From an optimization exercise on the open Yosys and OpenROAD flow, aimed at small area, a short achievable clock period and few clock cycles; shortcuts taken in it are not production practice. The RTL was checked by simulation tests, not by an equivalence proof against the original design. The flow treats the clock pin as an ideal source. Dropping or thinning the clock tree relies on that and would not hold on a real chip. Power and IR drop assume default switching activity.

Design fpa_adder, start of the top module:
module fpa_adder (
	input  logic           i_clk,
	input  logic           i_arst_n,
	input  logic           i_valid,
	input  logic [31:0]    i_a,
	input  logic [31:0]    i_b,
	output logic           o_valid,
	output logic [31:0]    o_result
);
	logic [31:0]     op_a;
	logic [31:0]     op_b;
	logic [2:0]      e_cmp;
	logic [2:0]      op_e_cmp;     
	fpa_pkg::st_a_t  st_a_d;
	fpa_pkg::st_a_t  st_a_q;
	fpa_pkg::st_b_t  st_b_d;
	fpa_pkg::st_b_t  st_b_q;
	fpa_pkg::st_c_t  st_c_d;
	fpa_pkg::st_c_t  st_c_q;
	logic [31:0]     res_d;
	logic [fpa_pkg::LAT-1:0] vld;
	assign e_cmp = {i_a[30:27] > i_b[30:27], i_a[30:27] == i_b[30:27], i_a[26:23] >= i_b[26:23]};
	fpa_classify  u_classify  (.i_a(op_a), .i_b(op_b), .i_e_cmp(op_e_cmp), .o_st(st_a_d));
	fpa_align_add u_align_add (.i_st(st_a_q), .o_st(st_b_d));
	fpa_normalize u_normalize (.i_st(st_b_q), .o_st(st_c_d));
	fpa_special   u_special   (.i_st(st_c_q), .o_result(res_d));
	generate
		if (fpa_pkg::CUT_IN) begin : g_cut_in
			always_ff @(posedge i_clk) begin
				op_a     <= i_a;
				op_b     <= i_b;
				op_e_cmp <= e_cmp;
			end
		end else begin : g_pass_in
			assign op_a     = i_a;
			assign op_b     = i_b;
			assign op_e_cmp = e_cmp;
		end
		if (fpa_pkg::CUT_A) begin : g_cut_a
			always_ff @(posedge i_clk) st_a_q <= st_a_d;
		end else begin : g_pass_a
			assign st_a_q = st_a_d;
		end
  ...
export LEC_CHECK = 0
export ABC_AREA = 1
export CAP_MARGIN = 20
export CORE_MARGIN = 2
export CORE_UTILIZATION = 70
export CTS_CLUSTER_DIAMETER = 100
export CTS_CLUSTER_SIZE = 30
export SLEW_MARGIN = 60
create_clock -name core_clock -period 17.0 [get_ports {i_clk}]
standard.sh (not shown) runs the stock make flow with config.mk's settings and CLKGATE_MAP_FILE= SYNTH_SCRIPT=/design/flow/synth_recipe.tcl, a recipe that flattens the netlist after the stock synthesis.
==> flow/flow/run.sh <==
#!/bin/bash
# The standard layout with three changes:
#  - synthesis maps adders with the rest of the logic (no separate half and
#    full adder cell extraction); registers come out as in the standard synthesis
#  - plain buffers (not delay cells) on the ports
#  - a clock tree one buffer level shallower (flow/post_cts.tcl)
# make's output goes to make.log; each ORFS step also logs under orfs/logs/.
set -euo pipefail
bash standard.sh ADDER_MAP_FILE= 'BUFFER_PORTS_ARGS=-buffer_cell sky130_fd_sc_hd__buf_2' "POST_CTS_TCL=$PWD/flow/post_cts.tcl" finish > make.log 2>&1
==> flow/flow/post_cts.tcl <==
# Clock tree with one buffer level less: the leaf buffers hang straight off
# the root buffer. The middle buffers go, their loads move to the root's net,
# and the balancing dummy loads, which drive nothing, go as well.
set block [ord::get_db_block]
set mids {}
set dummies {}
foreach inst [$block getInsts] {
  set name [$inst getName]
  if {[string match "clkbuf_1_*" $name]} { lappend mids $inst }
  if {[string match "clkload*" $name]} { lappend dummies $inst }
}
foreach inst $dummies {
  puts "post_cts: removing dummy load [$inst getName]"
  odb::dbInst_destroy $inst
}
foreach inst $mids {
  set in_net [[$inst findITerm A] getNet]
  set out_net [[$inst findITerm X] getNet]
  puts "post_cts: removing [$inst getName], loads of [$out_net getName] move to [$in_net getName]"
  set loads {}
  foreach it [$out_net getITerms] {
    if {[$it getInst] ne $inst} { lappend loads $it }
  }
  odb::dbInst_destroy $inst
  foreach it $loads {
    $it disconnect
    $it connect $in_net
  }
  odb::dbNet_destroy $out_net
}
The first run finished clean.
Testbench counts at the start, summed over its fixed seeds: cycles 12,032.
Next try:
- CORE_UTILIZATION: 70 -> 60
Flip-flop and latch count does not change; utilization drops by 11 points; die area climbs by 16%.
Next try:
- SLEW_MARGIN: 60 -> 40
What happened: The new run went through all stages and came out clean; synthesized area stays the same; die area is unchanged; clock skew goes down by 0.0068 ns; sequential share of layout area goes up by 0.24 points; setup slack degrades by 0.083 ns; total power goes down by 0.42%.
Next try:
- CTS_CLUSTER_SIZE: 30 -> 25
- SLEW_MARGIN: 40 -> 60
The changed run went through all stages and came out clean.
Sequential share of layout area shrinks by 0.31 points.
Cell area grows slightly.
Global-route usage grows by 0.22 points.
Via count shrinks slightly.
Core utilization grows by 0.54 points.
Setup slack improved by 0.091 ns.
Clock-buffer cell count grows by 1.
Critical path depth shrinks by 16.
Final cell count is about the same.

---

== oak ==
fpa_adder, a different RTL version from the one above (not shown whole).
Size: roughly 1,900 cells after synthesis, roughly 100 I/O pins.
Design fpa_adder, start of the top module:
module fpa_adder (
	input  logic           i_clk,
	input  logic           i_arst_n,
	input  logic           i_valid,
	input  logic [31:0]    i_a,
	input  logic [31:0]    i_b,
	output logic           o_valid,
	output logic [31:0]    o_result
);
Settings: LEC_CHECK=0, ABC_AREA=1, CAP_MARGIN=20, CORE_MARGIN=2, CORE_UTILIZATION=60, CTS_CLUSTER_DIAMETER=100, CTS_CLUSTER_SIZE=30, PLACE_DENSITY=0.8, SLEW_MARGIN=60; clock period 17.0 ns.
==> flow/flow/run.sh <==
#!/bin/bash
# The standard layout, with plain buffers (not delay cells) on the ports.
# make's output goes to make.log; each ORFS step also logs under orfs/logs/.
set -euo pipefail
bash standard.sh 'BUFFER_PORTS_ARGS=-buffer_cell sky130_fd_sc_hd__buf_2' finish > make.log 2>&1
No stage failed in oak, and the final checks on the layout all came back clean.
Testbench counts of oak, summed over its fixed seeds: cycles 12,032.
diff inputs: oak => pine
Settings: SLEW_MARGIN changed from 60 to 80; PLACE_DENSITY removed (was 0.8); CORE_UTILIZATION changed from 60 to 40; CAP_MARGIN changed from 20 to 50.
On pine: slack of the critical path is 0.0041 ns lower than what oak gave.
Sort pine and oak by met3 demand-to-capacity share in global routing, descending, and oak comes first.
Higher cell area among pine and oak: pine
NOTE: number of clock buffer instances in the layout in pine exceeds that of oak
Post-CTS setup-driven buffer insertion count: oak vs pine — no meaningful difference
For number of non-clock buffers in the layout, dividing the value from oak by the value from pine gives 0.72.
diff inputs: pine => birch
Settings: CAP_MARGIN now 20, was 50; CORE_UTILIZATION now 60, was 40; SLEW_MARGIN now 60, was 80.
==> flow/flow/run.sh <==
#!/bin/bash
# The standard layout, with plain buffers (not delay cells) on the ports
# and timing repair aimed 12.7 ns below the clock period.
# make's output goes to make.log; each ORFS step also logs under orfs/logs/.
set -euo pipefail
bash standard.sh 'BUFFER_PORTS_ARGS=-buffer_cell sky130_fd_sc_hd__buf_2' SETUP_SLACK_MARGIN=12.7 finish > make.log 2>&1
==> run notes <==
- birch: PASS, flow complete, no timing, DRC or antenna violations
- pine -> birch: async set-or-reset flop fraction in the synthesized netlist delta 0, exact match
- Going from pine to birch, the multi-input combinational area share was found to have gone up by 0.97 points.
- Design area: birch < pine
- On number of sinks handled by clock tree synthesis, birch tracks pine almost exactly.
- Summary of birch over pine: wire length went down 2.4 mm, final cell count now smaller, cell area after placement decreased by 5.3% relative to the old numbers, area overhead of the layout relative to synthesis fell 6.8 points.
- When birch is set beside pine, its flip-flop and latch share of the layout cell area turns out to be 2.0 points larger.
- Between birch and pine, it is birch whose combinational power share is higher, by 0.5 points.
The inputs of maple differ from those of birch as listed below.
==> flow/flow/run.sh <==
#!/bin/bash
# The standard layout, with plain buffers (not delay cells) on the ports.
# make's output goes to make.log; each ORFS step also logs under orfs/logs/.
set -euo pipefail
bash standard.sh 'BUFFER_PORTS_ARGS=-buffer_cell sky130_fd_sc_hd__buf_2' finish > make.log 2>&1
Notes after the runs:
Number of enable-type register cells in the synthesized netlist across maple and birch: no real change. On fraction of power consumed by the clock network, maple and birch are neck and neck. Wire length (maple vs. birch) decreases slightly. Diff birch -> maple: clock skew stayed essentially flat, setup slack +0.020 ns. Taking birch as the reference point, the clock-buffer cell count of maple falls by 1. Post-layout instance count excluding filler cells across maple and birch: no real change. In the reports for maple and birch, the smaller final area belongs to maple.
Modified inputs, cedar compared to maple
Settings: CORE_UTILIZATION: 60 -> 70.
cedar ended up with a lower die width than maple did.
Diff maple -> cedar | worst reg-to-reg path cell count | down by a little under 10%
Met1 track demand over resource in global routing: cedar vs maple up 3.8 points
Setup slack, cedar and maple: larger value in maple
Summary of cedar over maple: register bit count reported by yosys comparable; core area now smaller; total design power now larger.

---

fpa_adder, a different RTL version from the one above (not shown whole).
For scale: about 250 flip-flops, ~100 I/O pins, ~13,000 sq um of cells after synthesis.
clock: 17.0 ns
lec_check: 0
abc_area: 1
cap_margin: 20
core_margin: 2
core_utilization: 65
cts_buf_list: sky130_fd_sc_hd__clkbuf_4 sky130_fd_sc_hd__clkbuf_8
slew_margin: 20
run.sh (not shown) runs the stock make flow with config.mk's settings and CLKGATE_MAP_FILE= SYNTH_SCRIPT=/design/flow/synth_recipe.tcl, a recipe that flattens the netlist after the stock synthesis.
Stock flow here: none of the scripts above is used.
Testbench counts at the start, summed over its fixed seeds: cycles 12,032.
Then changed:
Settings changed: CORE_UTILIZATION 65 to 40, CTS_BUF_LIST sky130_fd_sc_hd__clkbuf_4 sky130_fd_sc_hd__clkbuf_8 to unset.
Outcome: The new run ran to the end with no violations. Flip-flop and latch count stays the same. Clock-buffer cell count went down by 27. Cell area is higher by 1.8%. Die area rises by 61%. First-iteration DRC count is lower by 26%. Utilization shrinks by 28 points. Combinational power shrinks by 4.4%. Power is about the same. Critical path depth decreases by 19. Setup slack gets better by 0.10 ns. Hold slack loses 0.010 ns.

---

fpa_adder, a different RTL version from the one above (not shown whole).
For scale: roughly 100 I/O pins, about 13000 µm² of cells after synthesis.
==> flow/design.v (excerpt) <==
module fpa_adder (
	input  logic           i_clk,
	input  logic           i_arst_n,
	input  logic           i_valid,
	input  logic [31:0]    i_a,
	input  logic [31:0]    i_b,
	output logic           o_valid,
	output logic [31:0]    o_result
);
==> flow/config.mk <==
export PLATFORM = sky130hd
export DESIGN_NAME = fpa_adder
export DESIGN_NICKNAME = fpa_adder
export VERILOG_FILES = /design/flow/design.v
export SDC_FILE = /design/flow/constraint.sdc
export NUM_CORES = 4
export LEC_CHECK = 0
export ABC_AREA = 1
export CAP_MARGIN = 20
export CORE_MARGIN = 2
export CORE_UTILIZATION = 60
export CTS_CLUSTER_DIAMETER = 100
export CTS_CLUSTER_SIZE = 30
export SLEW_MARGIN = 60
==> flow/constraint.sdc <==
create_clock -name core_clock -period 17.0 [get_ports {i_clk}]
set_input_delay 3.4000 -clock core_clock [delete_from_list [all_inputs] [get_ports {i_clk}]]
set_output_delay 3.4000 -clock core_clock [all_outputs]
set_load 0.01 [all_outputs]
standard.sh (not shown) runs the stock make flow with config.mk's settings and CLKGATE_MAP_FILE= SYNTH_SCRIPT=/design/flow/synth_recipe.tcl, a recipe that flattens the netlist after the stock synthesis.
==> flow/flow/run.sh <==
#!/bin/bash
# The standard layout, with plain buffers (not delay cells) on the ports
# and a clock tree one buffer level shallower (flow/post_cts.tcl).
# make's output goes to make.log; each ORFS step also logs under orfs/logs/.
set -euo pipefail
bash standard.sh 'BUFFER_PORTS_ARGS=-buffer_cell sky130_fd_sc_hd__buf_2' "POST_CTS_TCL=$PWD/flow/post_cts.tcl" finish > make.log 2>&1
Scripts as last shown in full above: flow/flow/post_cts.tcl
The baseline ran to the end with no violations.
Testbench counts at the start, summed over its fixed seeds: cycles 12,032.
==> next run, changes <==
==> flow/flow/run.sh (replaced) <==
#!/bin/bash
# The standard layout, with plain buffers (not delay cells) on the ports.
# make's output goes to make.log; each ORFS step also logs under orfs/logs/.
set -euo pipefail
bash standard.sh 'BUFFER_PORTS_ARGS=-buffer_cell sky130_fd_sc_hd__buf_2' finish > make.log 2>&1
removed: flow/flow/post_cts.tcl
The changed run finished with timing, DRC and antenna clean.
Hold slack barely changes.
Routed wire length stays flat.
Clock-buffer cell count climbs by 5.
Clock power grows by about 27%.
Synthesized area stays the same.

-- static timing again, ports no longer ideal --
No port has a modelled driver above. Below, the same layouts with a new extraction and two added sets of constraints.
Step 1, drivers: a clkbuf_16 drives i_clk and a buf_2 each remaining input, both assumed.
Step 2 moves the port delays by t, midway between the first and last clock arrival at a register: inputs arrive t later, outputs are due t later. That takes back most of the time a late clock gives input paths.
a / b / c = ideal ports / drivers / drivers and shift; a / b = the first two.
run | shift t [ns] | setup slack, ns | hold slack, ns | worst data-port slew with drivers (ns) | pins driven straight from the clock port
the first run of note 1 | 0.432 | 12.681 / 12.633 / 12.499 | 0.337 / 0.337 / 0.337 | 0.04 | 1
the second run of note 1 | 0.442 | 12.687 / 12.641 / 12.488 | 0.336 / 0.336 / 0.336 | 0.04 | 1
the third run of note 1 | 0.447 | 12.603 / 12.603 / 12.494 | 0.337 / 0.337 / 0.337 | 0.03 | 1
the fourth run of note 1 | 0.459 | 12.695 / 12.646 / 12.462 | 0.318 / 0.318 / 0.318 | 0.04 | 1
oak | 0.536 | 12.603 / 12.554 / 12.150 | 0.336 / 0.336 / 0.336 | 0.05 | 1
pine | 0.560 | 12.599 / 12.547 / 12.158 | 0.338 / 0.338 / 0.338 | 0.03 | 1
birch | 0.530 | 12.605 / 12.562 / 12.300 | 0.333 / 0.333 / 0.333 | 0.03 | 1
maple | 0.530 | 12.624 / 12.576 / 12.203 | 0.336 / 0.336 / 0.336 | 0.03 | 1
cedar | 0.533 | 12.609 / 12.560 / 12.140 | 0.336 / 0.336 / 0.336 | 0.04 | 1
the first run of note 3 | 0.562 | 12.107 / 12.107 / 12.107 | 0.320 / 0.320 / 0.320 | 0.04 | 1
the second run of note 3 | 0.587 | 12.208 / 12.157 / 12.241 | 0.309 / 0.309 / 0.309 | 0.04 | 1
the first run of note 4 | 0.452 | 12.688 / 12.639 / 12.713 | 0.338 / 0.338 / 0.338 | 0.03 | 1
the second run of note 4 | 0.526 | 12.626 / 12.578 / 12.727 | 0.339 / 0.339 / 0.339 | 0.03 | 1
After both steps setup and hold are still met in every run listed. The setup slack of cedar, which loses most, moves by -0.049 ns with the drivers and by -0.469 ns with both steps.
